Source: an optimization exercise on an open RTL-to-GDS flow (aim: small area, a short achievable clock period and few clock cycles). Production flows keep margins and buffers that such runs may drop.

==> flow/design.v <==
`default_nettype none
package aluPkg;
	localparam int dataWidth = 16;
	localparam int busWidth = 32;
	localparam int addrWidth = 3;
	typedef enum logic [3:0] {
		opAdd = 4'd0,
		opSub = 4'd1,
		opMul = 4'd2,
		opDiv = 4'd3,
		opMod = 4'd4
	} aluOp_t;
	typedef enum logic [addrWidth-1:0] {
		regOperandA = 3'd0,
		regOperandB = 3'd1,
		regOpcode   = 3'd2,
		regResult   = 3'd3,
		regStatus   = 3'd4
	} regAddr_t;
	localparam int statusOverflowBit = 0;
	localparam int statusZeroDivBit  = 1;
endpackage
`default_nettype wire
`timescale 1ns/10ps
`default_nettype none
module aluTop (
	input  logic        clk,
	input  logic        rstN,
	input  logic        cyc,
	input  logic        stb,
	input  logic        we,
	input  logic [2:0]  adr,
	input  logic [31:0] datWr,
	output logic [31:0] datRd,
	output logic        ack
);
	logic [15:0] opA, opB;
	logic [3:0]  opCode;
	logic [15:0] accH, accL;         
	logic [3:0]  cnt;                
	logic        mMul, mDiv;         
	logic        first;              
	logic        aLtB;               
	logic req, wrA, wrB, wrOp;
	assign req  = cyc & stb & ~ack;
	assign wrA  = req & we & (adr == 3'd0);
	assign wrB  = req & we & (adr == 3'd1);
	assign wrOp = req & we & (adr == 3'd2);
	logic nMul, nDiv, opLoad, load;
	assign nMul   = (datWr[3:0] == 4'd2);
	assign nDiv   = (datWr[3:0] == 4'd3) | (datWr[3:0] == 4'd4);
	assign opLoad = wrOp & ~((nMul & mMul) | (nDiv & mDiv));
	assign load   = wrA | wrB | opLoad;
	logic [15:0] hIn, lIn;
	assign hIn = first ? 16'd0 : accH;
	assign lIn = first ? opA : accL;
	logic [17:0] mulSum;
	logic [15:0] mulH, mulL;
	always_comb begin
		logic [17:0] x, y, z, s, c;
		logic        k;
		x = {2'd0, hIn};
		y = {2'd0, opB & {16{lIn[0]}}};
		z = {1'd0, opB & {16{lIn[1]}}, 1'b0};
		s = x ^ y ^ z;
		c = {(x[16:0] & y[16:0]) | (x[16:0] & z[16:0]) | (y[16:0] & z[16:0]), 1'b0};
		mulSum = s + c;
	end
	assign mulH   = mulSum[17:2];
	assign mulL   = {mulSum[1:0], lIn[15:2]};
	function automatic logic [16:0] divStep(input logic [15:0] r, input logic a,
			input logic [15:0] b);
		logic [17:0] d;
		d = {1'b0, r, a} - {2'd0, b};
		divStep = d[17] ? {1'b0, r[14:0], a} : {1'b1, d[15:0]};
	endfunction
	logic [16:0] st1, st2;
	logic [15:0] divH, divL;
	assign st1  = divStep(hIn, lIn[15], opB);
	assign st2  = divStep(st1[15:0], lIn[14], opB);
	assign divH = st2[15:0];
	assign divL = {lIn[13:0], st1[16], st2[16]};
	logic        sub;
	logic [16:0] asSum;
	logic [15:0] asH;
	assign sub   = opCode[0] | mDiv;
	always_comb begin
		logic [15:0] y;
		logic        k;
		y = opB ^ {16{sub}};
		k = sub;
		for (int i = 0; i < 16; i++) begin
			asSum[i] = opA[i] ^ y[i] ^ k;
			k = (opA[i] & y[i]) | (opA[i] & k) | (y[i] & k);
		end
		asSum[16] = k;
	end
	assign asH   = {{15{sub & ~asSum[16]}}, asSum[16] ^ sub};
	logic bZero, quick;
	assign bZero = (opB == 16'd0);
	assign quick = ((mDiv & (aLtB | bZero)) | (mMul & (bZero | (opA == 16'd0)))) & (cnt == 4'd7);
	logic doneNow;
	assign doneNow = first ? ~(mMul | mDiv) : (quick | (cnt <= 4'd1));
	logic isOp0, isOp1, isOp2, isOp3, isOp4, ovf;
	assign isOp0 = (opCode == 4'd0);
	assign isOp1 = (opCode == 4'd1);
	assign isOp2 = (opCode == 4'd2);
	assign isOp3 = (opCode == 4'd3);
	assign isOp4 = (opCode == 4'd4);
	assign ovf   = (opA[15] == opB[15]) & (asSum[15] != opA[15]);
	logic sA, sB, sO, sL, sHL, sHH, sZ, sV;
	always_ff @(posedge clk) begin
		if (!rstN) begin
			ack    <= 1'b0;
			opA    <= '0;
			opB    <= '0;
			opCode <= '0;
			mMul   <= 1'b0;
			mDiv   <= 1'b0;
			cnt    <= 4'd0;
			first  <= 1'b1;
		end else begin
			first <= load;
			ack <= req & (we | (adr != 3'd3) | doneNow);
			if (wrA) opA <= datWr[15:0];
			if (wrB) opB <= datWr[15:0];
			if (wrOp) begin
				opCode <= datWr[3:0];
				mMul   <= nMul;
				mDiv   <= nDiv;
			end
			if (first)           cnt <= (mMul | mDiv) ? 4'd7 : 4'd0;
			else if (quick)      cnt <= 4'd0;
			else if (cnt != '0)  cnt <= cnt - 4'd1;
		end
	end
	always_ff @(posedge clk) begin
		if (first | (cnt != '0)) begin
			accH <= quick ? (mDiv ? opA : 16'd0) : mMul ? mulH : mDiv ? divH : asH;
			accL <= quick ? {16{bZero & mDiv}} : mMul ? mulL : mDiv ? divL : asSum[15:0];
		end
		aLtB <= ~asSum[16];
	end
	always_ff @(posedge clk) begin
		sA  <= (adr == 3'd0);
		sB  <= (adr == 3'd1);
		sO  <= (adr == 3'd2);
		sL  <= (adr == 3'd3) & (isOp0 | isOp1 | isOp2 | isOp3);
		sHL <= (adr == 3'd3) & isOp4;
		sHH <= (adr == 3'd3) & (isOp0 | isOp1 | isOp2);
		sZ  <= (adr == 3'd4) & (isOp3 | isOp4) & bZero;
		sV  <= (adr == 3'd4) & isOp0 & ovf;
	end
	assign datRd[31:16] = {16{sHH}} & accH;
	assign datRd[15:0]  = ({16{sA}} & opA) | ({16{sB}} & opB) | ({12'd0, {4{sO}} & opCode}) |
		({16{sL}} & accL) | ({16{sHL}} & accH) | {14'd0, sZ, sV};
endmodule
`default_nettype wire
==> flow/config.mk <==
export PLATFORM = sky130hd
export DESIGN_NAME = aluTop
export DESIGN_NICKNAME = aluTop
export VERILOG_FILES = /design/flow/design.v
export SDC_FILE = /design/flow/constraint.sdc
export NUM_CORES = 4
export LEC_CHECK = 0
export ABC_CLOCK_PERIOD_IN_PS = 8000
export CAP_MARGIN = 20
export CORE_MARGIN = 2
export CORE_UTILIZATION = 65
export CTS_BUF_LIST = sky130_fd_sc_hd__clkbuf_8
export SLEW_MARGIN = 60
==> flow/constraint.sdc <==
create_clock -name core_clock -period 45.0 [get_ports {clk}]
set_input_delay 9.0000 -clock core_clock [delete_from_list [all_inputs] [get_ports {clk}]]
set_output_delay 9.0000 -clock core_clock [all_outputs]
set_load 0.01 [all_outputs]
standard.sh (not shown) runs the stock make flow with config.mk's settings and CLKGATE_MAP_FILE= SYNTH_SCRIPT=/design/flow/synth_recipe.tcl, a recipe that flattens the netlist after the stock synthesis.
==> flow/flow/run.sh <==
#!/bin/bash
# Standard layout (the standard.sh, unchanged synthesis and steps), with
# plain buf_2 cells as the port buffers in place of the delay buffers that
# buffer_ports picks by default. Every input and output port is still buffered.
export BUFFER_PORTS_ARGS="-buffer_cell sky130_fd_sc_hd__buf_2"
bash standard.sh > standard.log 2>&1
The starting point went through all stages and came out clean.
Next try:
--- a/flow/design.v
+++ b/flow/design.v
@@ -47,4 +47,8 @@
 	assign wrB  = req & we & (adr == 3'd1);
 	assign wrOp = req & we & (adr == 3'd2);
+	logic enA, enB, enOp;
+	assign enA  = cyc & stb & we & (adr == 3'd0);
+	assign enB  = cyc & stb & we & (adr == 3'd1);
+	assign enOp = cyc & stb & we & (adr == 3'd2);
 	logic nMul, nDiv, opLoad, load;
 	assign nMul   = (datWr[3:0] == 4'd2);
@@ -99,5 +103,5 @@
 	logic bZero, quick;
 	assign bZero = (opB == 16'd0);
-	assign quick = ((mDiv & (aLtB | bZero)) | (mMul & (bZero | (opA == 16'd0)))) & (cnt == 4'd7);
+	assign quick = mDiv & (aLtB | bZero) & (cnt == 4'd7);
 	logic doneNow;
 	assign doneNow = first ? ~(mMul | mDiv) : (quick | (cnt <= 4'd1));
@@ -123,7 +127,7 @@
 			first <= load;
 			ack <= req & (we | (adr != 3'd3) | doneNow);
-			if (wrA) opA <= datWr[15:0];
-			if (wrB) opB <= datWr[15:0];
-			if (wrOp) begin
+			if (enA) opA <= datWr[15:0];
+			if (enB) opB <= datWr[15:0];
+			if (enOp) begin
 				opCode <= datWr[3:0];
 				mMul   <= nMul;
@@ -137,6 +141,6 @@
 	always_ff @(posedge clk) begin
 		if (first | (cnt != '0)) begin
-			accH <= quick ? (mDiv ? opA : 16'd0) : mMul ? mulH : mDiv ? divH : asH;
-			accL <= quick ? {16{bZero & mDiv}} : mMul ? mulL : mDiv ? divL : asSum[15:0];
+			accH <= mMul ? mulH : quick ? opA : mDiv ? divH : asH;
+			accL <= mMul ? mulL : quick ? {16{bZero}} : mDiv ? divL : asSum[15:0];
 		end
 		aLtB <= ~asSum[16];
The changed run passed the timing, design-rule and antenna checks.
Non-clock buffer count stays the same.
Final cell count decreases by a few percent.
Setup slack degrades by 13 ps.
Worst hold slack is worse by 20 ps.
Fmax is about the same.
Via count goes down by a few percent.
No functional check of the RTL was part of any run of this note.

-- separate check: timing with driven ports --
No port has a modelled driver above. Below, the same layouts with a new extraction and two added sets of constraints.
Step 1 sets driving cells, clkbuf_16 on the clock port and buf_2 on the other inputs (assumed; they add their load-dependent delay and slew).
Step 2 times the ports against the registers' clock, not the clock port: input delays grow and output delays shrink by t, the midpoint of the rising clock arrivals with the driver on.
Three values: no drivers, after step 1, after step 2; two values: the first two.
run | shift t [ns] | slack for setup (ns) | pins driven straight from the clock port
the first run | 0.403 | 34.496 / 34.463 / 34.384 | 1
the second run | 0.393 | 34.482 / 34.451 / 34.552 | 1
After both steps every run listed still meets setup and hold. For the first run, which loses most, drivers alone change the setup slack by -0.033 ns; drivers and shift together by -0.112 ns.
